Background: an optimization exercise with open tools, aiming at small area, a short achievable clock period and few clock cycles per item. Do not read the settings as production practice.
RTL that was checked went through simulation tests only; none was proved equivalent to the original.
For runs 1 and 2, only the layout was checked, not whether the RTL still works.
No activity file was given, so power comes from the tool's default toggle rates.

[design/flow/run.sh]
#!/bin/bash
# synth_recipe.tcl (not shown) runs the flow's synth.tcl, then flattens the netlist and writes it again
# the make line also repeats each setting of config.mk as NAME=value (left out here)
make -C /OpenROAD-flow-scripts/flow DESIGN_CONFIG=/design/flow/config.mk WORK_HOME=/design/flow/orfs CLKGATE_MAP_FILE= SYNTH_SCRIPT=/design/flow/synth_recipe.tcl finish
[design/flow/config.mk]
export PLATFORM = sky130hd
export DESIGN_NAME = rational_arithmetic_unit
export DESIGN_NICKNAME = rational_arithmetic_unit
export VERILOG_FILES = /design/flow/design.v
export SDC_FILE = /design/flow/constraint.sdc
export NUM_CORES = 4
export LEC_CHECK = 0
export CAP_MARGIN = 20
export CORE_MARGIN = 2
export CORE_UTILIZATION = 40
export SETUP_SLACK_MARGIN = 4
export SLEW_MARGIN = 20
[design/flow/constraint.sdc]
create_clock -name core_clock -period 10.0 [get_ports {aclk}]
set_input_delay 2.0000 -clock core_clock [delete_from_list [all_inputs] [get_ports {aclk}]]
set_output_delay 2.0000 -clock core_clock [all_outputs]
set_load 0.01 [all_outputs]
[design/flow/design.v]
package rau_pkg;
    localparam logic [2:0] MODE_ADD = 3'd0;
    localparam logic [2:0] MODE_SUB = 3'd1;
    localparam logic [2:0] MODE_MUL = 3'd2;
    localparam logic [2:0] MODE_DIV = 3'd3;
    localparam logic [2:0] MODE_NEG = 3'd4;
    localparam logic [2:0] MODE_INC = 3'd5;
    localparam logic [2:0] MODE_DEC = 3'd6;
    localparam logic [2:0] MODE_RED = 3'd7;
    localparam logic [1:0] ERR_OK       = 2'd0;
    localparam logic [1:0] ERR_ZERO_DEN = 2'd1;
    localparam logic [1:0] ERR_DIV_ZERO = 2'd2;
    localparam logic [1:0] ERR_OVERFLOW = 2'd3;
endpackage
module rational_arithmetic_unit (
    input  logic         aclk,
    input  logic         aresetn,
    input  logic         s_axis_tvalid,
    output logic         s_axis_tready,
    input  logic [135:0] s_axis_tdata,
    output logic         m_axis_tvalid,
    input  logic         m_axis_tready,
    output logic [71:0]  m_axis_tdata
);
    localparam logic [3:0] S_IDLE = 4'b0001;
    localparam logic [3:0] S_ERR  = 4'b0010;
    localparam logic [3:0] S_MUL  = 4'b0100;
    localparam logic [3:0] S_GCD  = 4'b1000;
    logic [2:0]  mode;
    logic [31:0] an, ad, bn, bd;
    assign mode = s_axis_tdata[2:0];
    assign an = s_axis_tdata[34:3];
    assign ad = s_axis_tdata[66:35];
    assign bn = s_axis_tdata[98:67];
    assign bd = s_axis_tdata[130:99];
    logic m_add, m_sub, m_mul, m_div, m_neg, m_inc, m_dec, two;
    assign m_add = (mode == rau_pkg::MODE_ADD);
    assign m_sub = (mode == rau_pkg::MODE_SUB);
    assign m_mul = (mode == rau_pkg::MODE_MUL);
    assign m_div = (mode == rau_pkg::MODE_DIV);
    assign m_neg = (mode == rau_pkg::MODE_NEG);
    assign m_inc = (mode == rau_pkg::MODE_INC);
    assign m_dec = (mode == rau_pkg::MODE_DEC);
    assign two   = ~mode[2];
    logic [3:0]  state;
    logic        ovalid;
    logic [4:0]  cnt;
    logic        first_r;
    logic        u1, w1, u2, w2, u3, w3;    
    logic        h1, h2, h3;                
    logic [64:0] x;
    logic [63:0] y;
    logic signed [31:0] p1, p2;
    logic [30:0] q1, q2;
    logic        ovf_r;
    logic [1:0]  err_r;
    logic [1:0]  ecode_r;
    logic zd, dz;
    assign zd = (ad == 32'd0) || (two && bd == 32'd0);
    assign dz = m_div && (bn == 32'd0);
    logic [30:0] sig;
    logic [4:0]  top;
    integer j;
    always_comb begin
        sig = (bd[30:0] ^ {31{bd[31]}})
            | (m_mul ? (bn[30:0] ^ {31{bn[31]}}) : (ad[30:0] ^ {31{ad[31]}}));
        top = 5'd0;
        for (j = 0; j < 31; j = j + 1)
            if (sig[j]) top = 5'(j + 1);
    end
    logic [31:0] a2, a3;
    logic        en2, neg1, neg2, f;
    assign a2   = (m_inc || m_dec) ? ad : bn;
    assign a3   = m_div ? bn : ad;
    assign en2  = m_add || m_sub || m_inc || m_dec;
    assign neg1 = m_neg;
    assign neg2 = m_sub || m_dec;
    assign f    = a3[31] ^ (two && (m_div ? ad[31] : bd[31]));
    logic [3:0]  nidx, didx;
    logic [32:0] ade, bne, bde;
    logic [2:0]  wad, wbn, wbd, nb1, nb2, nb3;
    assign nidx = cnt[3:0] - 4'd1;
    assign didx = state[0] ? top[4:1] : nidx;
    assign ade = {ad, 1'b0};
    assign bne = {bn, 1'b0};
    assign bde = {bd, 1'b0};
    always_comb begin
        wad = ade[{didx, 1'b0} +: 3];
        wbn = bne[{didx, 1'b0} +: 3];
        wbd = bde[{didx, 1'b0} +: 3];
        nb1 = m_mul ? wbn : wbd;
        nb2 = wad;
        nb3 = m_div ? wad : wbd;
    end
    logic        in_mul, in_abs;
    logic [31:0] ra3;
    logic [64:0] t1, t2, xs, cs_s, cs_c, x_add;
    logic [63:0] t3, ys, y_add;
    logic        cy;
    assign in_mul = state[2];
    assign in_abs = x[64];
    assign ra3 = {q2[0], q1};
    always_comb begin
        if (in_mul) begin
            t1 = u1 ? ((h1 ? {{32{p1[31]}}, p1, 1'b0} : {{33{p1[31]}}, p1}) ^ {65{w1}}) : 65'd0;
            t2 = u2 ? ((h2 ? {{32{p2[31]}}, p2, 1'b0} : {{33{p2[31]}}, p2}) ^ {65{w2}}) : 65'd0;
            xs = first_r ? {64'd0, u1 && w1} : {x[62:0], 1'b0, u1 && w1};
            cy = u2 && w2;
            t3 = u3 ? ((h3 ? {{31{ra3[31]}}, ra3, 1'b0} : {{32{ra3[31]}}, ra3}) ^ {64{w3}}) : 64'd0;
            ys = first_r ? {63'd0, u3 && w3} : {y[61:0], 1'b0, u3 && w3};
        end else if (in_abs) begin
            t1 = 65'd0;
            t2 = 65'd0;
            xs = ~x;
            cy = 1'b1;
            t3 = 64'd0;
            ys = y;
        end else begin
            t1 = ~{1'b0, y};
            t2 = 65'd0;
            xs = x;
            cy = 1'b1;
            t3 = {~x[63:1], 1'b1};
            ys = y;
        end
        cs_s = xs ^ t1 ^ t2;
        cs_c = {(xs[63:0] & t1[63:0]) | (xs[63:0] & t2[63:0]) | (t1[63:0] & t2[63:0]), cy};
        x_add = cs_s + cs_c;
        y_add = ys + t3;
    end
    logic        x_zero, x_odd, y_odd, x_eq_y;
    logic [64:0] dsel;
    logic        ge;
    logic [2:0]  lowv;
    logic [1:0]  k;
    always_comb begin
        x_zero = (x == 65'd0);
        x_odd  = x[0];
        y_odd  = y[0];
        x_eq_y = (x == {1'b0, y});
        ge = !x_add[64];
        dsel = ge ? x_add : {1'b0, y_add};
        if (!x_odd && !y_odd) lowv = x[2:0] | y[2:0];
        else if (!x_odd) lowv = x[2:0];
        else if (!y_odd) lowv = y[2:0];
        else lowv = x[2:0] ^ y[2:0];
        if (lowv[0]) k = 2'd0;
        else if (lowv[1]) k = 2'd1;
        else if (lowv[2]) k = 2'd2;
        else k = 2'd3;
    end
    logic        sub_step, xev, yev;
    assign xev      = !x_odd && y_odd;
    assign yev      = x_odd && !y_odd;
    assign sub_step = x_odd && y_odd;
    function automatic logic p_bad(input logic signed [34:0] v);
        p_bad = (v > 35'sd2147483647) || (v < -35'sd2147483647);
    endfunction
    function automatic logic q_bad(input logic [33:0] v);
        q_bad = (v > 34'd2147483647);
    endfunction
    logic [64:0] xsrc, x_gcd;
    logic [63:0] y_gcd;
    logic signed [34:0] p1s, p2s, psum, p2n;
    logic [33:0] q1s, q2s, qsum, q2n;
    logic        bad1, bad2, bad_sum, bad1n, bad2n;
    always_comb begin
        xsrc  = sub_step ? dsel : x;
        x_gcd = yev ? x : (xsrc >> k);
        if (sub_step) y_gcd = ge ? y : x[63:0];
        else if (xev) y_gcd = y;
        else y_gcd = y >> k;
        psum  = 35'(p1) + 35'(p2);
        qsum  = 34'(q1) + 34'(q2);
        p1s   = 35'(p1) <<< k;
        q1s   = 34'(q1) << k;
        p2s   = 35'(p2) <<< k;
        q2s   = 34'(q2) << k;
        bad1  = p_bad(p1s) || q_bad(q1s);
        bad2  = p_bad(p2s) || q_bad(q2s);
        bad_sum = p_bad(psum) || q_bad(qsum);
        bad1n = (sub_step && !ge) ? bad2 : bad1;
        p2n   = sub_step ? psum : p2s;
        q2n   = sub_step ? qsum : q2s;
        bad2n = sub_step ? bad_sum : bad2;
    end
    logic gcd_done, fin_eq;
    assign fin_eq   = sub_step && x_eq_y;
    assign gcd_done = ovf_r || x_zero || fin_eq;
    logic take, start;
    assign take  = state[1] || (state[3] && gcd_done && !in_abs);
    assign start = state[0] && s_axis_tvalid && (!ovalid || m_axis_tready);
    assign s_axis_tready = take;
    assign m_axis_tvalid = ovalid;
    always_ff @(posedge aclk) begin
        if (!aresetn) begin
            state  <= S_IDLE;
            ovalid <= 1'b0;
        end else begin
            if (m_axis_tready) ovalid <= 1'b0;
            if (take) ovalid <= 1'b1;
            if (start) state <= (zd || dz) ? S_ERR : S_MUL;
            if (state[1]) state <= S_IDLE;
            if (state[2] && cnt == 5'd0) state <= S_GCD;
            if (state[3] && take) state <= S_IDLE;
        end
    end
    always_ff @(posedge aclk) begin
        case (1'b1)
            state[0]: begin
                cnt     <= two ? {1'b0, top[4:1]} : 5'd0;
                first_r <= 1'b1;
                ecode_r <= zd ? rau_pkg::ERR_ZERO_DEN : rau_pkg::ERR_DIV_ZERO;
                if (start) begin
                    p1 <= an;
                    p2 <= a2;
                    q1 <= a3[30:0];
                    q2 <= {30'd0, a3[31]};
                end
            end
            state[1]: begin
                err_r <= ecode_r;
            end
            state[2]: begin
                x <= x_add;
                y <= y_add;
                first_r <= 1'b0;
                cnt <= {1'b0, nidx};
                if (cnt == 5'd0) begin
                    p1 <= 32'sd1; p2 <= 32'sd0;
                    q1 <= 31'd0;  q2 <= 31'd1;
                    ovf_r <= 1'b0;
                end
            end
            state[3]: begin
                if (gcd_done) begin
                    if (fin_eq && !ovf_r) begin
                        p2 <= psum[31:0];
                        q2 <= qsum[30:0];
                    end
                    err_r <= (ovf_r || (fin_eq && bad_sum))
                             ? rau_pkg::ERR_OVERFLOW : rau_pkg::ERR_OK;
                end else if (in_abs) begin
                    x  <= x_add;
                    p1 <= -32'sd1;
                end else begin
                    x <= x_gcd;
                    y <= y_gcd;
                    if (sub_step || xev) begin
                        p1 <= (sub_step && !ge) ? p2s[31:0] : p1s[31:0];
                        q1 <= (sub_step && !ge) ? q2s[30:0] : q1s[30:0];
                    end
                    if (sub_step || yev) begin
                        p2 <= p2n[31:0];
                        q2 <= q2n[30:0];
                    end
                    ovf_r <= ((sub_step || xev) && bad1n) || ((sub_step || yev) && bad2n);
                end
            end
            default: ;
        endcase
    end
    function automatic logic bz(input logic [2:0] d);
        bz = (d != 3'b000) && (d != 3'b111);
    endfunction
    function automatic logic bh(input logic [2:0] d);
        bh = (d == 3'b011) || (d == 3'b100);
    endfunction
    always_ff @(posedge aclk) begin
        u1 <= two ? bz(nb1) : 1'b1;
        u2 <= en2 && (two ? bz(nb2) : 1'b1);
        u3 <= two ? bz(nb3) : 1'b1;
        h1 <= two && bh(nb1);
        h2 <= two && bh(nb2);
        h3 <= two && bh(nb3);
        w1 <= neg1 ^ f ^ (two && nb1[2]);
        w2 <= neg2 ^ f ^ (two && nb2[2]);
        w3 <= f ^ (two && nb3[2]);
    end
    logic ok;
    assign ok = (err_r == rau_pkg::ERR_OK);
    assign m_axis_tdata = {7'd0, err_r, ok ? q2 : 31'd1, ok ? p2 : 32'd0};
endmodule
==> results by group, run 1 <==
Outcome
  – Status: no timing/DRC/antenna violations

Cells and area
  – Area grow syn2layout: 18.4%
  – Sequential cell area: 0.00825 mm²
  – Fillers: 10400
  – Post-Route Utilization: about 48%
  – NumNets Final: about 6100
  – Share of cells above drive strength 1: 10.3%
  – Area of the multi-input gates: approximately 0.033 mm²

Global route
  – Vias in the first global route: 43200
  – Largest net degree at the start of global routing: 161
  – Initial antenna violation count: 4
  – GRT Overall Usage: 35.2%
  – First-pass GRT wire length: 290000 µm
  – Global route overflow: 0

Logic synthesis
  – Syn avg cell area: 7.70 µm²
  – Register area share after synthesis: roughly a fifth
  – Largest family of logic cells by synthesized area: compound AO/OA/AOI/OAI gates
  – Yosys cell types: 102
  – Mux contribution to synthesized area: 10.7%
  – Number of synthesized register bits: 279
  – Share of flip-flops with an asynchronous set or reset: 0%
  – Post-synthesis xor/xnor area fraction: 6.97%
  – Post-synth EDFFs: approximately 260
  – Simple-gate share of the synthesized area: 19.6%
  – Area fraction in compound gates after synthesis: 26.3%
  – Synth Area in Adders: 11.0%
  – Syn Inst Count: 5531
  – Mapped cell area: 0.0426 mm²
  – Ys flop type: edfxtp_1
  – Yosys warning count: 1

Hold path
  – Worst hold path class: reg -> reg
  – Hold_sp: ovalid

Timing
  – Pins over their slew limit: 0
  – Crit path time final: 6060 ps
  – Fin Clk Skew: 54.8 ps
  – RSZ-0062 raised after global routing: true
  – Endpoints failing hold: 0
  – Max-Slew Margin vs Limit: 11.8%
  – Worst slew pin tran: ~1300 ps
  – Final Cycle Share: between 60% and 70%
  – Final setup vio count: 0
  – Setup_tns: 0 ps
  – Fmax: about 0.17 GHz

Die
  – DIE HEIGHT: ~330 µm
  – Die area: between 0.1 and 0.15 mm²
  – Die Span X: 330 µm
  – Core ar.: roughly 0.11 mm²
  – Initial Util: approximately 40%
  – I/O pin count: 214
  – Row count: 119

Clock network
  – Clock sink count: 279
  – CTS root buf: clkbuf_16
  – Clk buf depth: 3
  – TritonCTS Buffers: 42
  – Clock transition at the registers of the reported paths: 60 ps
  – CTS tree: done
  – H-Tree Depth: 2
  – Clk latency of the worst-skew pair: about 670 ps

Setup path
  – CP Max Fanout: 37
  – Depth of the most critical reg-to-reg path: 21
  – Setup crit end: x[58]
  – Crit path DAT: 6490 ps
  – Critical path type: reg -> reg
  – CP Launch Point: x[64]
  – CP endpoint kind: register
  – Register-to-register setup slack: 3940 ps
  – RR Startpoint: x[64]
  – WP data required: 10440 ps
  – Startpoint types: register
  – Reg2Reg Capture Point: x[58]

Placed design
  – Port-buffer cells: around 200
  – RePlAce Congestion: 1.00
  – Detailed placer's ending HPWL: 143000 µm

Pwr
  – Leak pwr: about 0.02 µW
  – VDD IR max: approximately 120 µV
  – Power Density: 204 mW/mm²

Detailed routing
  – Via/cell ratio: 6.62
  – Via count: 46700
  – Total wire length: 205000 µm
  – First drt pass iteration count: 7
  – Number of DRC markers in iteration 0: about 6000
  – Antenna Nets Post-Route: 0
  – Routed length per instance: 29.1 µm
  – Drt drc: 0

Run
  – Maxcap violations: 0
## power by group
| part | internal, µW | total [µW] | switching [µW] |
|---|---|---|---|
| registers | 1520 | 1830 | 315 |
| clock network | 885 | 1580 | 693 |
| logic | 2700 | 6890 | 4190 |
## cell type report
| type | count | area share (%) |
|---|---|---|
| multi-input combinational | 4605 | 66.1 |
| sequential | 279 | 16.4 |
| timing repair buffer | 440 | 9.33 |
| tap | 1391 | 3.45 |
| clock buffer | 56 | 2.27 |
| inverter | 255 | 1.96 |
| clock inverter | 20 | 0.427 |
| timing repair inverter | 2 | 0.0447 |
| antenna | 1 | 0.00496 |
## cell families after synthesis
kind of cell	Yosys count
simple gates	1778
compound gates	1698
buf+inv	660
mux	444
xor+xnor	339
fa+ha+maj	332
flops	279
other cells	1
## worst max-delay path: stages (launching register included)
cell,delay [ps]
edfxtp_1,420
clkinvlp_4,230
buf_4,200
buf_12,160
ha_1,320
a22o_1,250
fa_1,470
ha_2,500
inv_1,100
nor2_1,230
nand2_1,220
nor4b_1,460
buf_4,240
o211ai_1,290
nand3_2,240
a31oi_1,160
o21ai_0,230
xnor2_1,110
mux2_2,280
a211oi_1,290
a21oi_1,130
o221ai_1,250
## synthesized netlist by cell type, drive strengths merged, types with 66 or more instances
cell | count | area share [%]
o22ai | 79 | 1.2
and3 | 114 | 1.7
a211oi | 152 | 2.7
fa | 68 | 3.2
nor2 | 374 | 3.3
ha | 264 | 7.8
nand4 | 72 | 1.1
buf | 104 | 1.2
inv | 253 | 2.2
clkbuf | 301 | 2.7
a21oi | 458 | 5.4
xnor2 | 208 | 4.3
and2 | 91 | 1.3
nand2 | 676 | 6.0
nand3 | 144 | 1.7
mux2i | 414 | 9.7
xor2 | 131 | 2.7
o21ai | 305 | 3.6
a21o | 117 | 2.1
nor3 | 66 | 0.78
edfxtp | 264 | 19
a22oi | 67 | 1.2
## cell usage in the layout (no fill, tap or decap), types with 29 or more instances in the layout
cell and count:
nand2_1 665, a21oi_1 447, mux2i_1 408, nor2_1 354, o21ai_0 282, edfxtp_1 264, inv_1 249, ha_1 218
xnor2_1 206, clkdlybuf4s50_1 198, buf_4 166, nand3_1 141, a211oi_1 138, xor2_1 130, a21o_1 117, and3_1 113
and2_1 89, o22ai_1 76, nand4_1 72, fa_1 66, nor3_1 65, clkbuf_16 53, nor4_1 51, nor2b_1 51
a22oi_1 50, o211ai_1 48, o21bai_1 46, a31oi_1 44, a22o_1 41, o2bb2ai_1 39, or3_1 38, ha_4 36
o21a_1 33, nand2b_1 30, buf_12 30, o221ai_1 29, a311oi_1 29
## worst min path at each step
stage | end | slack [ps] | cells after the start
floorplan | first_r | 440 | 2
global placement | ovalid | 510 | 2
detailed placement | ovalid | 520 | 2
CTS | ovalid | 530 | 2
global route | ovalid | 580 | 2
finish | ovalid | 530 | 2
## flip-flops by register name, indices dropped and copies added (netlist names), 2 cells and up
signal and cells:
x 65, y 64, p1 32, p2 32
q1 31, q2 31, cnt 4, state 4
ecode_r 2, err_r 2
## timing repair
item | 4_1_cts | 5_1_grt
endpoints found under the hold margin | 0 | 0
setup buffers | 43 | 95
pin swaps | 18 | 65
hold buffers | 0 | 0
gates cloned | 10 | 17
resized for setup | 124 | 186
endpoints found under the setup margin | 216 | 196
## routing by layer
layer / share of wire [%] / up-vias / track usage (%)
met5: 0.013 / - / 0
met4: 7.3 / 4 / 19.8
met3: 10 / 632 / 6.26
met2: 44 / 2943 / 55.5
met1: 39 / 22500 / 45.5
li1: - / 20600 / -
## stage by stage
stage	total power (µW)	instances	cell area [µm²]	hold slack, ps	setup slack, ps
2_1_floorplan	5870	5537	42800	444	2130
3_3_place_gp	7570	6805	45800	510	2190
3_5_place_dp	7620	6807	45800	518	2150
4_1_cts	9510	6936	48400	528	3920
5_1_grt	10800	7048	50400	576	3890
6_report	10300	7049	50400	534	3940
==> inputs of run 2 (changes only) <==
--- a/design/flow/config.mk
+++ b/design/flow/config.mk
@@ -8,5 +8,4 @@
 export CAP_MARGIN = 20
 export CORE_MARGIN = 2
 export CORE_UTILIZATION = 40
-export SETUP_SLACK_MARGIN = 4
 export SLEW_MARGIN = 20
==> results by group, run 2 <==
Timing
  – Worst slew pin tran: 1230 ps
  – Endpoints failing hold: 0
  – Final Cycle Share: 79.9%
  – Final setup vio count: 0
  – RSZ-0062 raised after global routing: false
  – Pins over their slew limit: 0
  – Max-Slew Margin vs Limit: 18.3%
  – Setup_tns: 0 ps
  – Crit path time final: 7990 ps
  – Fmax: 0.125 GHz
  – Fin Clk Skew: 33.5 ps

Clock network
  – Clock transition at the registers of the reported paths: 60 ps
  – CTS tree: done
  – H-Tree Depth: 2
  – Post-CTS Hold Buffers: 0
  – Number of gates resized after CTS: 0
  – CTS root buf: clkbuf_16
  – Clock sink count: 279
  – TritonCTS Buffers: 42
  – Setup Fix Bufs, Post-CTS: 0
  – Clk buf depth: 3
  – Clk latency of the worst-skew pair: 620 ps

Die
  – Die Span X: 330 µm
  – I/O pin count: 214
  – DIE HEIGHT: 330 µm
  – Initial Util: 40.4%
  – Core ar.: between 0.1 and 0.15 mm²
  – Row count: 119
  – Die area: about 0.11 mm²

Placed design
  – Port-buffer cells: around 200
  – Detailed placer's ending HPWL: 143000 µm
  – RePlAce Congestion: between 1 and 1.5

Setup path
  – CP endpoint kind: register
  – WP data required: 10490 ps
  – Crit path DAT: 8480 ps
  – CP Max Fanout: 49
  – Worst Path Buf+Inv: 3
  – Register-to-register setup slack: 2010 ps
  – RR Startpoint: state[2]
  – Worst path max stage delay: 900 ps
  – Reg2Reg Capture Point: x[55]
  – CP max-delay cell: o311ai_1
  – Startpoint types: register
  – Family with the most delay on the worst path: compound AO/OA/AOI/OAI gates
  – Crit path cell chain: inv_4 -> nor2_4 -> buf_4 -> a22oi_1 -> fa_1 -> inv_1 -> ha_1 -> nand4_1 -> or3_1 -> a2111o_1 -> a2111oi_2 -> o21ai_1 -> o311ai_1 -> a21oi_1 -> xnor2_1 -> mux2i_1 -> mux2_2 -> o21ai_0 -> a32o_1
  – Critical path type: reg -> reg
  – Depth of the most critical reg-to-reg path: 19

Hold path
  – Worst hold path class: reg -> reg
  – Hold_sp: ovalid
  – Hold endpoint: ovalid
  – Worst Hold Depth: 2

Global route
  – Global route overflow: 0
  – Initial antenna violation count: 4
  – Largest net degree at the start of global routing: 147
  – GRT Overall Usage: 33.5%
  – First-pass GRT wire length: 278000 µm
  – Vias in the first global route: around 42000

Logic synthesis
  – Largest cells by area after synthesis: edfxtp_1, mux2i_1, ha_1, nand2_1, a21oi_1
  – Area share of the largest cell type after synthesis: 18.6%
  – Register area share after synthesis: 19.3%
  – Post-synth top cells: nand2_1, a21oi_1, mux2i_1, nor2_1
  – Most frequent cell after synthesis: nand2_1
  – Mapped cell area: 0.0426 mm²
  – Syn avg cell area: 7.70 µm²
  – Yosys cell types: 102
  – Syn Inst Count: approximately 5500
  – Area leader, netlist: edfxtp_1
  – Number of synthesized register bits: ~280
  – Post-synth EDFFs: 264
  – Ys flop type: edfxtp_1
  – Share of flip-flops with an asynchronous set or reset: 0%
  – Yosys warning count: 1

Cells and area
  – Area grow syn2layout: 10.5%
  – Post-Route Utilization: 44.6%
  – Commonest non-fill, non-tap cell in the layout: nand2_1
  – Share of cells above drive strength 1: 4.68%
  – Sequential cell area: approximately 0.0082 mm²
  – Biggest regs: x (65), y (64)
  – Commonest non-fill, non-tap cells in the layout: nand2_1, a21oi_1, mux2i_1, nor2_1, o21ai_0
  – Area of the multi-input gates: 0.0320 mm²
  – Largest register FFs: 65
  – Reg with most FFs: x
  – Fillers: 10700
  – NumNets Final: 5934

Detailed routing
  – Drt drc: 0
  – First drt pass iteration count: 6
  – Antenna Nets Post-Route: 0
  – Number of DRC markers in iteration 0: 5251
  – Total wire length: 189000 µm
  – Via count: 45100
  – Routed length per instance: 27.5 µm
  – Via/cell ratio: 6.55

Outcome
  – Status: no timing/DRC/antenna violations

Pwr
  – VDD IR max: 131 µV
  – Leak pwr: 0.0192 µW
  – Power Density: around 200 mW/mm²

Run
  – Maxcap violations: 0
[run 2: cell type report]
cell class | instances | share of cell area (%)
multi-input cells | 4598 | 68.0
clock inverters | 21 | 0.681
flip-flops and latches | 279 | 17.5
repair buffers | 286 | 5.72
diodes | 1 | 0.00532
clock buffers | 52 | 2.36
inverters | 255 | 2.04
well taps | 1391 | 3.70
[run 2: cell families after synthesis]
family | count (synthesis) | share of synthesized area, %
mux | 444 | 10.7
compound gates | 1698 | 26.3
other cells | 1 | 0.00881
xor+xnor | 339 | 6.97
fa+ha+maj | 332 | 11.0
simple gates | 1778 | 19.6
buf+inv | 660 | 6.15
flops | 279 | 19.3
[run 2: where the power goes]
group | leakage, µW | switching [µW] | internal (µW)
Combinational | 0.0159 | 3740 | 2180
Clock | 0.000682 | 667 | 970
Sequential | 0.00261 | 326 | 1520
Total | 0.0192 | 4740 | 4670
[run 2: worst max-delay path by stage]
| stage | end | slack [ps] | from | cells past startpoint |
|---|---|---|---|---|
| after floorplan | y[0] | 560 | p2[31] | 19 |
| after global placement | p1[22] | 2250 | state[2] | 18 |
| after detailed placement | p1[12] | 2180 | state[2] | 18 |
| after CTS | p1[12] | 2210 | state[2] | 18 |
| after global routing | p1[31] | 1790 | h1 | 19 |
| final | x[55] | 2010 | state[2] | 19 |
[run 2: metrics by stage]
| stage | hold WS, ps | setup WS, ps | instance area [µm²] | cells | power, µW |
|---|---|---|---|---|---|
| 2_1_floorplan | 444 | 555 | 42600 | 5537 | 5830 |
| 3_3_place_gp | 546 | 2250 | 45600 | 6807 | 7560 |
| 3_5_place_dp | 564 | 2180 | 45600 | 6808 | 7610 |
| 4_1_cts | 573 | 2210 | 47000 | 6881 | 9260 |
| 5_1_grt | 583 | 1790 | 47100 | 6882 | 9930 |
| 6_report | 564 | 2010 | 47100 | 6883 | 9400 |
[run 2: metal layers]
metal  vias up  global-route usage (%)  part of all wire, %
li1      20300                       -                    -
met1     21700                    44.6                   41
met2      2547                    52.2                   44
met3       504                    5.48                  9.3
met4         6                    17.6                  6.2
met5         -                       0                0.021
[run 2: worst register-to-register path, stage by stage (launching register included)]
cell	delay [ps]
dfxtp_4	480
inv_4	270
nor2_4	400
buf_4	490
a22oi_1	280
fa_1	590
inv_1	40
ha_1	450
nand4_1	200
or3_1	450
a2111o_1	540
a2111oi_2	770
o21ai_1	430
o311ai_1	900
a21oi_1	270
xnor2_1	340
mux2i_1	150
mux2_2	300
o21ai_0	310
a32o_1	220
==> inputs of run 3 (changes only) <==
--- a/design/flow/design.v
+++ b/design/flow/design.v
@@ -53,6 +53,8 @@
     logic signed [31:0] p1, p2;
     logic [30:0] q1, q2;
     logic        ovf_r;
+    logic        abs_r;      
+    logic        sgn_r;      
     logic [1:0]  err_r;
     logic [1:0]  ecode_r;
     logic zd, dz;
@@ -76,6 +78,9 @@
     assign neg1 = m_neg;
     assign neg2 = m_sub || m_dec;
     assign f    = a3[31] ^ (two && (m_div ? ad[31] : bd[31]));
+    logic sp;
+    assign sp = (m_mul || m_div || m_neg || mode == rau_pkg::MODE_RED)
+             && (an[31] ^ (m_mul ? bn[31] : (m_div ? bd[31] : 1'b0)) ^ m_neg ^ f);
     logic [3:0]  nidx, didx;
     logic [32:0] ade, bne, bde;
     logic [2:0]  wad, wbn, wbd, nb1, nb2, nb3;
@@ -94,38 +99,32 @@
     end
     logic        in_mul, in_abs;
     logic [31:0] ra3;
-    logic [64:0] t1, t2, xs, cs_s, cs_c, x_add;
+    logic [64:0] t1, t2, xs, cs_s, cs_c, xa, xb, x_add;
     logic [63:0] t3, ys, y_add;
-    logic        cy;
     assign in_mul = state[2];
-    assign in_abs = x[64];
+    assign in_abs = abs_r;
     assign ra3 = {q2[0], q1};
     always_comb begin
+        t1 = u1 ? ((h1 ? {{32{p1[31]}}, p1, 1'b0} : {{33{p1[31]}}, p1}) ^ {65{w1}}) : 65'd0;
+        t2 = u2 ? ((h2 ? {{32{p2[31]}}, p2, 1'b0} : {{33{p2[31]}}, p2}) ^ {65{w2}}) : 65'd0;
+        xs = first_r ? {64'd0, u1 && w1} : {x[62:0], 1'b0, u1 && w1};
+        cs_s = xs ^ t1 ^ t2;
+        cs_c = {(xs[63:0] & t1[63:0]) | (xs[63:0] & t2[63:0]) | (t1[63:0] & t2[63:0]), u2 && w2};
         if (in_mul) begin
-            t1 = u1 ? ((h1 ? {{32{p1[31]}}, p1, 1'b0} : {{33{p1[31]}}, p1}) ^ {65{w1}}) : 65'd0;
-            t2 = u2 ? ((h2 ? {{32{p2[31]}}, p2, 1'b0} : {{33{p2[31]}}, p2}) ^ {65{w2}}) : 65'd0;
-            xs = first_r ? {64'd0, u1 && w1} : {x[62:0], 1'b0, u1 && w1};
-            cy = u2 && w2;
+            xa = cs_s; xb = cs_c;
+        end else if (in_abs) begin
+            xa = ~x;   xb = 65'd1;
+        end else begin
+            xa = x;    xb = {1'b1, ~y[63:1], 1'b1};
+        end
+        x_add = xa + xb;
+        if (in_mul) begin
             t3 = u3 ? ((h3 ? {{31{ra3[31]}}, ra3, 1'b0} : {{32{ra3[31]}}, ra3}) ^ {64{w3}}) : 64'd0;
             ys = first_r ? {63'd0, u3 && w3} : {y[61:0], 1'b0, u3 && w3};
-        end else if (in_abs) begin
-            t1 = 65'd0;
-            t2 = 65'd0;
-            xs = ~x;
-            cy = 1'b1;
-            t3 = 64'd0;
-            ys = y;
         end else begin
-            t1 = ~{1'b0, y};
-            t2 = 65'd0;
-            xs = x;
-            cy = 1'b1;
             t3 = {~x[63:1], 1'b1};
             ys = y;
         end
-        cs_s = xs ^ t1 ^ t2;
-        cs_c = {(xs[63:0] & t1[63:0]) | (xs[63:0] & t2[63:0]) | (t1[63:0] & t2[63:0]), cy};
-        x_add = cs_s + cs_c;
         y_add = ys + t3;
     end
     logic        x_zero, x_odd, y_odd, x_eq_y;
@@ -149,40 +148,59 @@
         else if (lowv[2]) k = 2'd2;
         else k = 2'd3;
     end
-    logic        sub_step, xev, yev;
+    logic        sub_step, xev, yev, both, swap;
+    logic [1:0]  kk;
+    assign both     = !x_odd && !y_odd;
     assign xev      = !x_odd && y_odd;
     assign yev      = x_odd && !y_odd;
     assign sub_step = x_odd && y_odd;
+    assign swap     = (sub_step && !ge) || yev;
+    assign kk       = both ? 2'd1 : k;
     function automatic logic p_bad(input logic signed [34:0] v);
         p_bad = (v > 35'sd2147483647) || (v < -35'sd2147483647);
     endfunction
     function automatic logic q_bad(input logic [33:0] v);
         q_bad = (v > 34'd2147483647);
     endfunction
+    function automatic logic p_bad_sh(input logic signed [31:0] v, input logic [1:0] sh);
+        case (sh)
+            2'd0: p_bad_sh = 1'b0;
+            2'd1: p_bad_sh = (v >= 32'sh40000000) || (v <= -32'sh40000000);
+            2'd2: p_bad_sh = (v >= 32'sh20000000) || (v <= -32'sh20000000);
+            default: p_bad_sh = (v >= 32'sh10000000) || (v <= -32'sh10000000);
+        endcase
+    endfunction
+    function automatic logic q_bad_sh(input logic [30:0] v, input logic [1:0] sh);
+        case (sh)
+            2'd0: q_bad_sh = 1'b0;
+            2'd1: q_bad_sh = v[30];
+            2'd2: q_bad_sh = |v[30:29];
+            default: q_bad_sh = |v[30:28];
+        endcase
+    endfunction
     logic [64:0] xsrc, x_gcd;
     logic [63:0] y_gcd;
-    logic signed [34:0] p1s, p2s, psum, p2n;
-    logic [33:0] q1s, q2s, qsum, q2n;
-    logic        bad1, bad2, bad_sum, bad1n, bad2n;
-    always_comb begin
-        xsrc  = sub_step ? dsel : x;
-        x_gcd = yev ? x : (xsrc >> k);
-        if (sub_step) y_gcd = ge ? y : x[63:0];
-        else if (xev) y_gcd = y;
-        else y_gcd = y >> k;
+    logic signed [31:0] p1src;
+    logic [30:0] q1src;
+    logic signed [34:0] psum, p1n;
+    logic [33:0] qsum, q1n;
+    logic        bad1, bad2, bad_sum, bad1n;
+    always_comb begin
+        xsrc  = sub_step ? dsel : (yev ? {1'b0, y} : x);
+        x_gcd = xsrc >> kk;
+        if (both) y_gcd = y >> 1;
+        else if (swap) y_gcd = x[63:0];
+        else y_gcd = y;
         psum  = 35'(p1) + 35'(p2);
         qsum  = 34'(q1) + 34'(q2);
-        p1s   = 35'(p1) <<< k;
-        q1s   = 34'(q1) << k;
-        p2s   = 35'(p2) <<< k;
-        q2s   = 34'(q2) << k;
-        bad1  = p_bad(p1s) || q_bad(q1s);
-        bad2  = p_bad(p2s) || q_bad(q2s);
+        p1src = swap ? p2 : p1;
+        q1src = swap ? q2 : q1;
+        p1n   = 35'(p1src) <<< k;
+        q1n   = 34'(q1src) << k;
+        bad1  = p_bad_sh(p1, k) || q_bad_sh(q1, k);
+        bad2  = p_bad_sh(p2, k) || q_bad_sh(q2, k);
         bad_sum = p_bad(psum) || q_bad(qsum);
-        bad1n = (sub_step && !ge) ? bad2 : bad1;
-        p2n   = sub_step ? psum : p2s;
-        q2n   = sub_step ? qsum : q2s;
-        bad2n = sub_step ? bad_sum : bad2;
+        bad1n = swap ? bad2 : bad1;
     end
     logic gcd_done, fin_eq;
     assign fin_eq   = sub_step && x_eq_y;
@@ -209,6 +227,7 @@
         case (1'b1)
             state[0]: begin
                 cnt     <= two ? {1'b0, top[4:1]} : 5'd0;
+                sgn_r   <= sp;
                 first_r <= 1'b1;
                 ecode_r <= zd ? rau_pkg::ERR_ZERO_DEN : rau_pkg::ERR_DIV_ZERO;
                 if (start) begin
@@ -227,7 +246,8 @@
                 first_r <= 1'b0;
                 cnt <= {1'b0, nidx};
                 if (cnt == 5'd0) begin
-                    p1 <= 32'sd1; p2 <= 32'sd0;
+                    p1 <= sgn_r ? -32'sd1 : 32'sd1; p2 <= 32'sd0;
+                    abs_r <= x_add[64];
                     q1 <= 31'd0;  q2 <= 31'd1;
                     ovf_r <= 1'b0;
                 end
@@ -243,18 +263,22 @@
                 end else if (in_abs) begin
                     x  <= x_add;
                     p1 <= -32'sd1;
+                    abs_r <= 1'b0;
                 end else begin
                     x <= x_gcd;
                     y <= y_gcd;
-                    if (sub_step || xev) begin
-                        p1 <= (sub_step && !ge) ? p2s[31:0] : p1s[31:0];
-                        q1 <= (sub_step && !ge) ? q2s[30:0] : q1s[30:0];
+                    if (!both) begin
+                        p1 <= p1n[31:0];
+                        q1 <= q1n[30:0];
                     end
-                    if (sub_step || yev) begin
-                        p2 <= p2n[31:0];
-                        q2 <= q2n[30:0];
+                    if (sub_step) begin
+                        p2 <= psum[31:0];
+                        q2 <= qsum[30:0];
+                    end else if (yev) begin
+                        p2 <= p1;
+                        q2 <= q1;
                     end
-                    ovf_r <= ((sub_step || xev) && bad1n) || ((sub_step || yev) && bad2n);
+                    ovf_r <= (!both && bad1n) || (sub_step && bad_sum);
                 end
             end
             default: ;
@@ -273,8 +297,8 @@
         h1 <= two && bh(nb1);
         h2 <= two && bh(nb2);
         h3 <= two && bh(nb3);
-        w1 <= neg1 ^ f ^ (two && nb1[2]);
-        w2 <= neg2 ^ f ^ (two && nb2[2]);
+        w1 <= neg1 ^ f ^ sp ^ (two && nb1[2]);
+        w2 <= neg2 ^ f ^ sp ^ (two && nb2[2]);
         w3 <= f ^ (two && nb3[2]);
     end
     logic ok;
--- a/design/flow/config.mk
+++ b/design/flow/config.mk
@@ -8,4 +8,5 @@
 export CAP_MARGIN = 20
 export CORE_MARGIN = 2
 export CORE_UTILIZATION = 40
+export SETUP_SLACK_MARGIN = 4
 export SLEW_MARGIN = 20
==> results by group, run 3 <==
Timing
  – Hold WS: between 500 and 600 ps
  – Fin Clk Skew: 38.4 ps
  – Max-Slew Margin vs Limit: between 20% and 30%
  – Endpoints failing hold: 0
  – Final setup vio count: 0
  – Setup_tns: 0 ps
  – Pins over their slew limit: 0
  – Crit path time final: ~6000 ps
  – Final Cycle Share: about three fifths
  – Fmax: approximately 0.17 GHz
  – Worst slew pin tran: 1180 ps
  – RSZ-0062 raised after global routing: true
  – Final WS setup: 4040 ps

Detailed routing
  – Drt drc: 0
  – Total wire length: 192000 µm
  – Via/cell ratio: 6.52
  – Number of DRC markers in iteration 0: between 5000 and 6000
  – First drt pass iteration count: 9
  – Via count: between 40000 and 50000
  – Routed length per instance: 28.0 µm
  – Antenna Nets Post-Route: 0

Pwr
  – Leak pwr: 0.0190 µW
  – Power Density: 187 mW/mm²
  – VDD IR max: around 120 µV

Global route
  – First-pass GRT wire length: 276000 µm
  – Initial antenna violation count: 4
  – Largest net degree at the start of global routing: approximately 160
  – GRT Overall Usage: 33.8%
  – Vias in the first global route: 41500
  – Global route overflow: 0

Die
  – DIE HEIGHT: about 330 µm
  – I/O pin count: 214
  – Core ar.: 0.104 mm²
  – Die Span X: 328 µm
  – Initial Util: 40.5%
  – Row count: 118
  – Die area: approximately 0.11 mm²

Cells and area
  – Reg with most FFs: x
  – Diode count: 0
  – NumNets Final: 5838
  – Cell Count, Final, Fillers Out: 6840
  – Area grow syn2layout: 15.1%
  – Area of the multi-input gates: between 0.03 and 0.04 mm²
  – Fin area: a little under 0.05 mm²
  – Commonest non-fill, non-tap cell in the layout: nand2_1
  – Largest register FFs: 65
  – Sequential cell area: 0.00831 mm²
  – Commonest non-fill, non-tap cells in the layout: nand2_1, mux2i_1, a21oi_1, o21ai_0, nor2_1
  – Biggest regs: x (65), y (64)
  – Share of cells above drive strength 1: a little under a tenth
  – Fillers: 10400

Clock network
  – CTS tree: done
  – H-Tree Depth: 2
  – Clk buf depth: 3
  – TritonCTS Buffers: 40
  – Post-CTS Hold Buffers: 0
  – Clock sink count: 281
  – CTS root buf: clkbuf_16
  – Clk latency of the worst-skew pair: 650 ps
  – Clock transition at the registers of the reported paths: 60 ps

Outcome
  – Status: no timing/DRC/antenna violations

Setup path
  – Depth of the most critical reg-to-reg path: 20
  – Register-to-register setup slack: 4130 ps
  – Reg2Reg Capture Point: x[60]
  – Startpoint types: primary input
  – WP data required: 10530 ps
  – CP Max Fanout: 27
  – CP endpoint kind: register
  – CP Launch Point: s_axis_tdata[2]
  – Crit path DAT: approximately 6500 ps
  – RR Startpoint: first_r
  – Critical path type: in -> reg

Logic synthesis
  – Share of flip-flops with an asynchronous set or reset: 0%
  – Mapped cell area: between 0.04 and 0.05 mm²
  – Largest cells by area after synthesis: edfxtp_1, mux2i_1, nand2_1, ha_1, xnor2_1
  – Number of synthesized register bits: between 200 and 300
  – Area share of the largest cell type after synthesis: 19.0%
  – Yosys warning count: 1
  – Syn Inst Count: 5413
  – Syn avg cell area: 7.77 µm²
  – Yosys cell types: 97
  – Most frequent cell after synthesis: nand2_1
  – Post-synth EDFFs: 266
  – Register area share after synthesis: 19.7%
  – Ys flop type: edfxtp_1
  – Post-synth top cells: nand2_1, mux2i_1, a21oi_1, clkbuf_1, o21ai_0
  – Area leader, netlist: edfxtp_1

Hold path
  – Hold_sp: state[3]
  – Worst Hold Depth: 2
  – Worst hold path class: reg -> reg
  – Hold endpoint: state[0]

Placed design
  – Place WS: 2280 ps
  – RePlAce Congestion: 1.05
  – Area after DPL: about 0.045 mm²
  – Detailed placer's ending HPWL: ~140000 µm
  – Dpl cells: roughly 6600
  – Port-buffer cells: 201

Run
  – Maxcap violations: 0
## run 3: changes by cell type in the layout (fill, tap and decap cells not counted), sizes merged, moves of 70 or more
cell,before,now
inv,256,101
buf,85,196
nor2b,51,138
nor2,374,291
a21oi,458,380
and2,91,164
and3,114,44
## run 3: how the worst max path moves through the flow
stage | endpoint | slack [ps] | cells past startpoint
after floorplan | y[0] | 4010 | 22
final | u3 | 4040 | 16
after detailed placement | q1[28] | 2280 | 19
after global placement | q1[19] | 2360 | 20
after global routing | u3 | 3890 | 18
after CTS | s_axis_tready | 4000 | 9
## run 3: timing repair
item | CTS | global route
pin swaps | 21 | 21
resized for setup | 101 | 87
setup endpoints to repair | 213 | 199
endpoints found under the hold margin | 0 | 0
buffers inserted | 57 | 55
gates cloned | 6 | 5
## run 3: cell families (layout without fill, tap and decap cells)
logic type      count (synthesis)  in the layout  synth area share (%)
fa+ha+maj                     268            268                  9.16
mux                           465            465                  11.4
other cells                     1              7               0.00891
buf+inv                       539            574                  5.10
xor+xnor                      379            379                  7.89
simple gates                 1855           1860                  21.3
compound gates               1625           1626                  25.4
flops                         281            281                  19.7
## run 3: layout make-up
| cell class | count | area share, % |
|---|---|---|
| Tap cell | 1380 | 3.56 |
| Inverter | 100 | 0.785 |
| Clock inverter | 19 | 0.529 |
| Clock buffer | 53 | 2.40 |
| Timing Repair Buffer | 402 | 8.32 |
| Sequential cell | 281 | 17.2 |
| Multi-Input combinational cell | 4605 | 67.3 |
## run 3: power breakdown
part	internal (µW)	switching, µW	total [µW]
logic	2220	3400	5620
clock network	953	668	1620
registers	1500	322	1820
total	4670	4390	9060
## run 3: routing by layer
layer	share of wire [%]	vias up	global-route usage, %
met5	0.014	-	0
met4	7.1	4	20.2
met3	8.5	644	5.07
met2	45	2596	53.9
met1	40	21300	43.0
li1	-	20000	-
## run 3: stage by stage
| step | util, % | total power (µW) |
|---|---|---|
| after global routing | 46.6 | 9540 |
| after detailed placement | 43.3 | 6840 |
| after floorplan | - | 5320 |
| after CTS | 45.7 | 8700 |
| after global placement | 43.3 | 6800 |
| final | 46.6 | 9060 |
## run 3: worst max-delay path, cell delays in order
cell and delay (ps):
clkdlybuf4s50_1 390, buf_4 240, nor3b_2 230, buf_6 270, nor3_1 110, a211oi_2 350
o21ai_1 190, a2111oi_4 430, a2bb2oi_4 170, buf_12 210, mux2i_1 140, mux4_2 540
a211oi_4 370, mux2i_1 190, or3_1 410, a21o_1 180
Testbench counts of run 3, summed over its fixed seeds: cycles 49,017, items 2,400.
==> inputs of run 4 (changes only) <==
--- a/design/flow/config.mk
+++ b/design/flow/config.mk
@@ -7,6 +7,6 @@
 export LEC_CHECK = 0
 export CAP_MARGIN = 20
 export CORE_MARGIN = 2
-export CORE_UTILIZATION = 40
-export SETUP_SLACK_MARGIN = 4
+export CORE_UTILIZATION = 55
+export SETUP_SLACK_MARGIN = 5
 export SLEW_MARGIN = 20
==> results by group, run 4 <==
Outcome
  – Status: no timing/DRC/antenna violations

Clock network
  – Clock transition at the registers of the reported paths: 60 ps
  – Clk buf depth: 3
  – CTS root buf: clkbuf_16
  – TritonCTS Buffers: 40
  – Post-CTS Hold Buffers: 0
  – H-Tree Depth: 2
  – Clock sink count: approximately 280
  – CTS tree: done
  – Clk latency of the worst-skew pair: approximately 600 ps

Die
  – Row count: 101
  – I/O pin count: around 210
  – Die area: 0.0787 mm²
  – Die Span X: ~280 µm
  – DIE HEIGHT: 281 µm
  – Core ar.: 0.0758 mm²
  – Initial Util: 55.5%

Hold path
  – Hold endpoint: state[0]
  – Worst hold path class: reg -> reg
  – Worst Hold Depth: 2
  – Hold_sp: state[3]

Logic synthesis
  – Yosys warning count: 1
  – Syn avg cell area: 7.77 µm²
  – Yosys cell types: 97
  – Most frequent cell after synthesis: nand2_1
  – Ys flop type: edfxtp_1
  – Area leader, netlist: edfxtp_1
  – Number of synthesized register bits: 281
  – Register area share after synthesis: between 10% and 20%
  – Share of flip-flops with an asynchronous set or reset: 0%
  – Mapped cell area: 0.0421 mm²
  – Syn Inst Count: 5413
  – Area share of the largest cell type after synthesis: 19.0%
  – Post-synth top cells: nand2_1, mux2i_1, a21oi_1, clkbuf_1, o21ai_0
  – Largest cells by area after synthesis: edfxtp_1, mux2i_1, nand2_1, ha_1, xnor2_1
  – Post-synth EDFFs: 266

Setup path
  – Worst Path Buf+Inv: 3
  – Crit path DAT: 6070 ps
  – RR Startpoint: x[35]
  – WP data required: 10350 ps
  – Crit path cell chain: inv_1 -> nor2_1 -> fa_1 -> nand2_1 -> o21ai_1 -> ha_2 -> a21oi_4 -> o21ai_4 -> buf_12 -> a211o_4 -> o2111a_2 -> a21oi_4 -> a21oi_4 -> buf_4 -> a21oi_4 -> o21ai_2 -> xnor2_2 -> a211o_1 -> a2bb2o_1 -> o21bai_1 -> o31a_1
  – CP max-delay cell: edfxtp_1
  – Family with the most delay on the worst path: compound AO/OA/AOI/OAI gates
  – Depth of the most critical reg-to-reg path: 21
  – Reg2Reg Capture Point: x[60]
  – Critical path type: reg -> reg
  – Register-to-register setup slack: 4280 ps
  – Startpoint types: register
  – Worst path max stage delay: 540 ps
  – CP endpoint kind: register
  – Most frequent CP cell: a21oi_4
  – CP Max Fanout: 6

Pwr
  – Leak pwr: 0.0219 µW
  – VDD IR max: 158 µV
  – Seq pwr share: between 10% and 20%
  – Combinational power share: just under 70%
  – Clock power frac: 13.7%
  – Net Sw Power: 5140 µW
  – Net switching share of the total power: 48.5%
  – Power Density: 193 mW/mm²
  – Cell-internal power: 5450 µW

Timing
  – RSZ-0062 raised after global routing: true
  – Endpoints failing hold: 0
  – Fmax: 0.175 GHz
  – Final setup vio count: 0
  – Pins over their slew limit: 0
  – Worst slew pin tran: about 1300 ps
  – Fin Clk Skew: 33.0 ps
  – Setup_tns: 0 ps
  – Crit path time final: around 5700 ps
  – Final Cycle Share: 57.2%
  – Max-Slew Margin vs Limit: 15.1%
  – Final WS setup: 4280 ps

Global route
  – Largest net degree at the start of global routing: 166
  – First-pass GRT wire length: 294000 µm
  – Initial antenna violation count: 2
  – Global route overflow: 0
  – Vias in the first global route: between 40000 and 50000
  – GRT Overall Usage: 50.0%

Detailed routing
  – Number of DRC markers in iteration 0: ~7400
  – Via/cell ratio: a little over 7
  – Via count: 48900
  – Drt drc: 0
  – Antenna Nets Post-Route: 0
  – First drt pass iteration count: 9
  – Total wire length: 209000 µm
  – Routed length per instance: a little over 30 µm

Placed design
  – Detailed placer's ending HPWL: 132000 µm
  – Place WS: 2010 ps
  – RePlAce Congestion: approximately 1.1
  – Port-buffer cells: 201

Cells and area
  – NumNets Final: 6201
  – Largest register FFs: 65
  – Reg with most FFs: x
  – Post-Route Utilization: around 72%
  – Share of cells above drive strength 1: 22.9%
  – Fillers: 5844
  – Area grow syn2layout: 30.2%
  – Commonest non-fill, non-tap cell in the layout: nand2_1
  – Biggest regs: x (65), y (64)
  – Commonest non-fill, non-tap cells in the layout: nand2_1, buf_4, mux2i_1, a21oi_1, edfxtp_1

Run
  – Maxcap violations: 0
==> run 4: tightest hold or removal path, delay by kind of cell, from the launching register on <==
kind | cells | cell delay [ps]
DFF | 1 | 380
and+or+nand+nor | 1 | 110
AOI/OAI and AO/OA | 1 | 80
==> run 4: how the worst max path moves through the flow <==
| stage | from | cells after the start | endpoint |
|---|---|---|---|
| 2_1_floorplan | p2[31] | 18 | y[0] |
| 3_3_place_gp | state[2] | 18 | x[57] |
| 3_5_place_dp | state[2] | 18 | x[59] |
| 4_1_cts | p2[31] | 25 | p1[28] |
| 5_1_grt | p2[31] | 27 | p1[31] |
| 6_report | x[35] | 21 | x[60] |
==> run 4: metal layers <==
layer	wire (µm)	part of all wire (%)	up-vias	global-route usage (%)
li1	-	-	20800	-
met1	71200	34	22800	58.8
met2	86700	41	3943	74.1
met3	27300	13	1354	14.2
met4	23700	11	4	44.5
met5	67	0.032	-	0
==> run 4: cells by family (layout without fill, tap and decap cells) <==
group                    Yosys count  count (layout)  share of synthesized area (%)
flip-flops                       281             281                           19.7
AND/OR/NAND/NOR                 1855            1865                           21.3
AO/OA/AOI/OAI                   1625            1626                           25.4
XOR/XNOR                         379             379                           7.89
multiplexers                     465             465                           11.4
buffers and inverters            539             930                           5.10
other                              1               9                        0.00891
adder cells (fa/ha/maj)          268             268                           9.16
==> run 4: area by class of cell <==
class / count / area [µm²] / share of cell area (%)
timing repair buffer: 760 / 7970 / 14.6
clock buffer: 51 / 1090 / 2.00
multi-input combinational: 4610 / 35600 / 65.0
antenna: 2 / 5.00 / 0.00914
clock inverter: 19 / 151 / 0.276
sequential: 281 / 8320 / 15.2
tap: 978 / 1220 / 2.23
inverter: 100 / 405 / 0.740
==> run 4: what timing repair did <==
action	4_1_cts	5_1_grt
pin swaps	187	190
setup buffers	294	153
gates resized for setup	656	425
setup endpoints to repair	265	213
cloned	44	8
==> run 4: per-stage QoR <==
| stage | power [µW] | cells | hold slack (ps) | cell area (µm²) |
|---|---|---|---|---|
| final | 10600 | 6801 | 616 | 54800 |
| after global routing | 11000 | 6799 | 648 | 54800 |
| after CTS | 9550 | 6637 | 609 | 51700 |
| after detailed placement | 6840 | 6229 | 572 | 44700 |
| after global placement | 6780 | 6229 | 573 | 44700 |
| after floorplan | 5400 | 5419 | 513 | 42600 |
==> run 4: power by group through the flow <==
stage	Combinational [µW]	Clock (µW)	Sequential, µW
2_1_floorplan	3780	0	1610
3_3_place_gp	4920	0	1860
3_5_place_dp	4970	0	1860
4_1_cts	6320	1440	1800
5_1_grt	7670	1470	1820
6_report	7320	1450	1830
==> inputs of run 5 (changes only) <==
--- a/design/flow/design.v
+++ b/design/flow/design.v
@@ -48,6 +48,7 @@
     logic        first_r;
     logic        u1, w1, u2, w2, u3, w3;    
     logic        h1, h2, h3;                
+    logic        se1, se2, se3;             
     logic [64:0] x;
     logic [63:0] y;
     logic signed [31:0] p1, p2;
@@ -107,6 +108,8 @@
     always_comb begin
         t1 = u1 ? ((h1 ? {{32{p1[31]}}, p1, 1'b0} : {{33{p1[31]}}, p1}) ^ {65{w1}}) : 65'd0;
         t2 = u2 ? ((h2 ? {{32{p2[31]}}, p2, 1'b0} : {{33{p2[31]}}, p2}) ^ {65{w2}}) : 65'd0;
+        t1[64:34] = {31{se1}};
+        t2[64:34] = {31{se2}};
         xs = first_r ? {64'd0, u1 && w1} : {x[62:0], 1'b0, u1 && w1};
         cs_s = xs ^ t1 ^ t2;
         cs_c = {(xs[63:0] & t1[63:0]) | (xs[63:0] & t2[63:0]) | (t1[63:0] & t2[63:0]), u2 && w2};
@@ -120,6 +123,7 @@
         x_add = xa + xb;
         if (in_mul) begin
             t3 = u3 ? ((h3 ? {{31{ra3[31]}}, ra3, 1'b0} : {{32{ra3[31]}}, ra3}) ^ {64{w3}}) : 64'd0;
+            t3[63:34] = {30{se3}};
             ys = first_r ? {63'd0, u3 && w3} : {y[61:0], 1'b0, u3 && w3};
         end else begin
             t3 = {~x[63:1], 1'b1};
@@ -241,7 +245,6 @@
                 err_r <= ecode_r;
             end
             state[2]: begin
-                x <= x_add;
                 y <= y_add;
                 first_r <= 1'b0;
                 cnt <= {1'b0, nidx};
@@ -261,11 +264,9 @@
                     err_r <= (ovf_r || (fin_eq && bad_sum))
                              ? rau_pkg::ERR_OVERFLOW : rau_pkg::ERR_OK;
                 end else if (in_abs) begin
-                    x  <= x_add;
                     p1 <= -32'sd1;
                     abs_r <= 1'b0;
                 end else begin
-                    x <= x_gcd;
                     y <= y_gcd;
                     if (!both) begin
                         p1 <= p1n[31:0];
@@ -291,6 +292,24 @@
         bh = (d == 3'b011) || (d == 3'b100);
     endfunction
     always_ff @(posedge aclk) begin
+        x <= (in_mul || in_abs) ? x_add : x_gcd;
+    end
+    logic nu1, nu2, nu3, nw1, nw2, nw3;
+    logic [31:0] na3;
+    always_comb begin
+        nu1 = two ? bz(nb1) : 1'b1;
+        nu2 = en2 && (two ? bz(nb2) : 1'b1);
+        nu3 = two ? bz(nb3) : 1'b1;
+        nw1 = neg1 ^ f ^ sp ^ (two && nb1[2]);
+        nw2 = neg2 ^ f ^ sp ^ (two && nb2[2]);
+        nw3 = f ^ (two && nb3[2]);
+    end
+    always_ff @(posedge aclk) begin
+        se1 <= nu1 && ((state[0] ? an[31] : p1[31]) ^ nw1);
+        se2 <= nu2 && ((state[0] ? a2[31] : p2[31]) ^ nw2);
+        se3 <= nu3 && ((state[0] ? a3[31] : ra3[31]) ^ nw3);
+    end
+    always_ff @(posedge aclk) begin
         u1 <= two ? bz(nb1) : 1'b1;
         u2 <= en2 && (two ? bz(nb2) : 1'b1);
         u3 <= two ? bz(nb3) : 1'b1;
--- a/design/flow/config.mk
+++ b/design/flow/config.mk
@@ -7,6 +7,6 @@
 export LEC_CHECK = 0
 export CAP_MARGIN = 20
 export CORE_MARGIN = 2
-export CORE_UTILIZATION = 55
-export SETUP_SLACK_MARGIN = 5
+export CORE_UTILIZATION = 40
+export SETUP_SLACK_MARGIN = 4
 export SLEW_MARGIN = 20
==> results by group, run 5 <==
Cells and area
  – Share of cells above drive strength 1: 8.41%
  – Fillers: 10300
  – NumNets Final: 5797
  – Biggest regs: x (65), y (64)
  – Reg with most FFs: x
  – Area grow syn2layout: 13.9%
  – Commonest non-fill, non-tap cell in the layout: nand2_1
  – Largest register FFs: 65
  – Fin area: 0.0478 mm²
  – Commonest non-fill, non-tap cells in the layout: nand2_1, mux2i_1, a21oi_1, o21ai_0, xnor2_1

Timing
  – Final Cycle Share: between 50% and 60%
  – RSZ-0062 raised after global routing: true
  – Endpoints failing hold: 0
  – Crit path time final: 5990 ps
  – Hold WS: 521 ps
  – Fin Clk Skew: between 20 and 30 ps
  – Setup_tns: 0 ps
  – Final WS setup: 4010 ps
  – Max-Slew Margin vs Limit: about a fifth
  – Worst slew pin tran: ~1200 ps
  – Final setup vio count: 0
  – Fmax: about 0.17 GHz
  – Pins over their slew limit: 0

Pwr
  – VDD IR max: 211 µV
  – Power Density: a little under 300 mW/mm²
  – Leak pwr: 0.0188 µW

Logic synthesis
  – Syn Inst Count: 5429
  – Post-synth top cells: nand2_1, mux2i_1, clkbuf_1, a21oi_1, o21ai_0
  – Mapped cell area: between 0.04 and 0.05 mm²
  – Yosys cell types: between 100 and 150
  – Yosys warning count: 1
  – Share of flip-flops with an asynchronous set or reset: 0%
  – Syn avg cell area: around 7.7 µm²
  – Area share of the largest cell type after synthesis: 14.4%
  – Largest cells by area after synthesis: edfxtp_1, mux2i_1, nand2_1, ha_1, xnor2_1
  – Register area share after synthesis: 18.3%
  – Most frequent cell after synthesis: nand2_1
  – Area leader, netlist: edfxtp_1
  – Ys flop type: edfxtp_1
  – Number of synthesized register bits: 284
  – Post-synth EDFFs: 202

Placed design
  – Detailed placer's ending HPWL: 133000 µm
  – Area after DPL: 0.0449 mm²
  – RePlAce Congestion: 0.993
  – Place WS: approximately 2100 ps
  – Port-buffer cells: 201

Global route
  – Initial antenna violation count: 4
  – Vias in the first global route: 41400
  – GRT Overall Usage: 32.8%
  – First-pass GRT wire length: 271000 µm
  – Largest net degree at the start of global routing: between 100 and 150
  – Global route overflow: 0

Setup path
  – CP endpoint kind: register
  – Critical path type: in -> reg
  – Startpoint types: primary input
  – Worst path max stage delay: 590 ps
  – CP Max Fanout: 11
  – Crit path cell chain: dlygate4sd2_1 -> inv_1 -> ha_1 -> nor3_1 -> o21ai_2 -> or4_4 -> o32a_4 -> mux2i_1 -> mux4_2 -> and2_1 -> a311oi_2 -> a21oi_4 -> mux2_4 -> or3_1 -> a22oi_1
  – CP max-delay cell: or4_4
  – Crit path DAT: 6520 ps
  – WP data required: 10530 ps

Detailed routing
  – Total wire length: between 150000 and 200000 µm
  – Number of DRC markers in iteration 0: 4729
  – Antenna Nets Post-Route: 0
  – Via count: 44200
  – Drt drc: 0
  – Via/cell ratio: 6.49
  – Routed length per instance: 27.3 µm
  – First drt pass iteration count: 8

Die
  – Row count: 118
  – Initial Util: 40.5%
  – I/O pin count: 214
  – Die area: approximately 0.11 mm²
  – DIE HEIGHT: 328 µm
  – Core ar.: 0.104 mm²
  – Die Span X: 328 µm

Clock network
  – Clock sink count: between 200 and 300
  – CTS tree: done
  – Clk buf depth: 3
  – Post-CTS Hold Buffers: 0
  – Clock transition at the registers of the reported paths: 60 ps
  – CTS root buf: clkbuf_16
  – Clk latency of the worst-skew pair: approximately 620 ps
  – TritonCTS Buffers: just over 40
  – H-Tree Depth: 2

Hold path
  – Worst hold path class: reg -> reg

Run
  – Maxcap violations: 0

Outcome
  – Status: no timing/DRC/antenna violations
[run 5: cell types whose count changed after synthesis, moves of 37 or more]
cell and delta:
a21oi_1 -69, a311oi_1 +37, clkbuf_1 +63, dfxtp_1 +67
edfxtp_1 -64, mux2_2 -52, mux2i_1 +145, nor2_1 -44
[run 5: repair_timing]
action / in CTS / in global routing
resized for setup: 62 / 99
pin swaps: 9 / 18
setup buffers: 40 / 42
gates cloned: 5 / 5
setup endpoints to repair: 217 / 187
[run 5: critical path, delay by kind of cell]
family / cells / cell delay, ps
and+or+nand+nor: 4 / 1320
AOI/OAI and AO/OA: 5 / 1140
muxes: 3 / 980
buffers and inverters: 2 / 760
adders and majority gates: 1 / 310
[run 5: final timing paths]
kind                                   startpoint       to  slack [ps]  cells past startpoint
worst min register to register            first_r  first_r         520                      2
worst max register to register             p2[20]    p1[3]        4080                     21
worst max-delay path            s_axis_tdata[130]      se1        4010                     15
worst min-delay path                      first_r  first_r         520                      2
[run 5: metal layers]
metal	vias to the layer above	part of all wire, %	GRT usage [%]
met2	2356	45	52.2
met5	-	0.018	0
met3	528	8.7	5.56
met4	6	6.0	17.0
li1	20000	-	-
met1	21300	41	42.7
[run 5: cell families after synthesis]
logic type                 synth area share, %
and+or+nand+nor                           20.1
muxes                                     14.0
adders and majority gates                 9.18
DFF                                       18.3
other                                  0.00893
xor gates and xnor gates                  8.26
buffers and inverters                     5.63
AOI/OAI and AO/OA                         24.5
[run 5: layout make-up]
class	instances	area (µm²)	share of cell area [%]
diodes	1	2.50	0.00523
well taps	1380	1730	3.61
flip-flops and latches	284	7750	16.2
multi-input cells	4555	32700	68.4
clock buffers	54	1090	2.29
clock inverters	22	238	0.497
repair buffers	398	3920	8.20
inverters	109	412	0.860
[run 5: report_power, final]
part / leakage [µW] / switching (µW) / internal [µW] / total [µW]
Clock: 0.000645 / 668 / 861 / 1530
Sequential: 0.00261 / 770 / 1640 / 2410
Combinational: 0.0156 / 6080 / 3950 / 10000
[run 5: through the flow]
stage	std cells	total power [µW]	utilization, %
floorplan	5435	9060	-
global placement	6633	11600	43.3
detailed placement	6633	11700	43.3
CTS	6754	13500	45.3
global route	6802	14800	46.1
finish	6803	14000	46.1
Testbench counts of run 5, summed over its fixed seeds: cycles 49,017, items 2,400.

[separate check: timing with driven ports]
Ports are ideal in the flow. The routed layouts listed here were re-timed in OpenROAD. Step 1, drivers: a clkbuf_16 drives aclk and a buf_2 each remaining input, both assumed. Step 2 adds t to the input delays and takes it off the output delays; t is the mean of the earliest and latest rising clock arrival at the registers after step 1. Input paths then give back, and output paths get back, about the clock's delay inside the block. Slacks: ideal ports / drivers / drivers and shift; pairs: ideal ports / drivers.
| run | t, ns | setup slack, ns | worst register clock-pin slew, ns | worst slew at a driven data input, ns | cell pins on the clock port's net |
|---|---|---|---|---|---|
| run 1 | 0.724 | 3.944 / 3.944 / 3.444 | 0.07 / 0.07 | 0.05 | 1 |
| run 2 | 0.677 | 2.011 / 2.011 / 2.011 | 0.07 / 0.07 | 0.08 | 1 |
| run 3 | 0.697 | 4.043 / 3.987 / 3.393 | 0.08 / 0.08 | 0.08 | 1 |
| run 4 | 0.659 | 4.279 / 4.279 / 4.134 | 0.07 / 0.07 | 0.08 | 1 |
| run 5 | 0.674 | 4.007 / 3.959 / 3.383 | 0.07 / 0.07 | 0.11 | 1 |
After both steps every run listed still meets setup and hold. The setup slack of run 3, which loses most, moves by -0.056 ns with the drivers and by -0.650 ns with both steps.
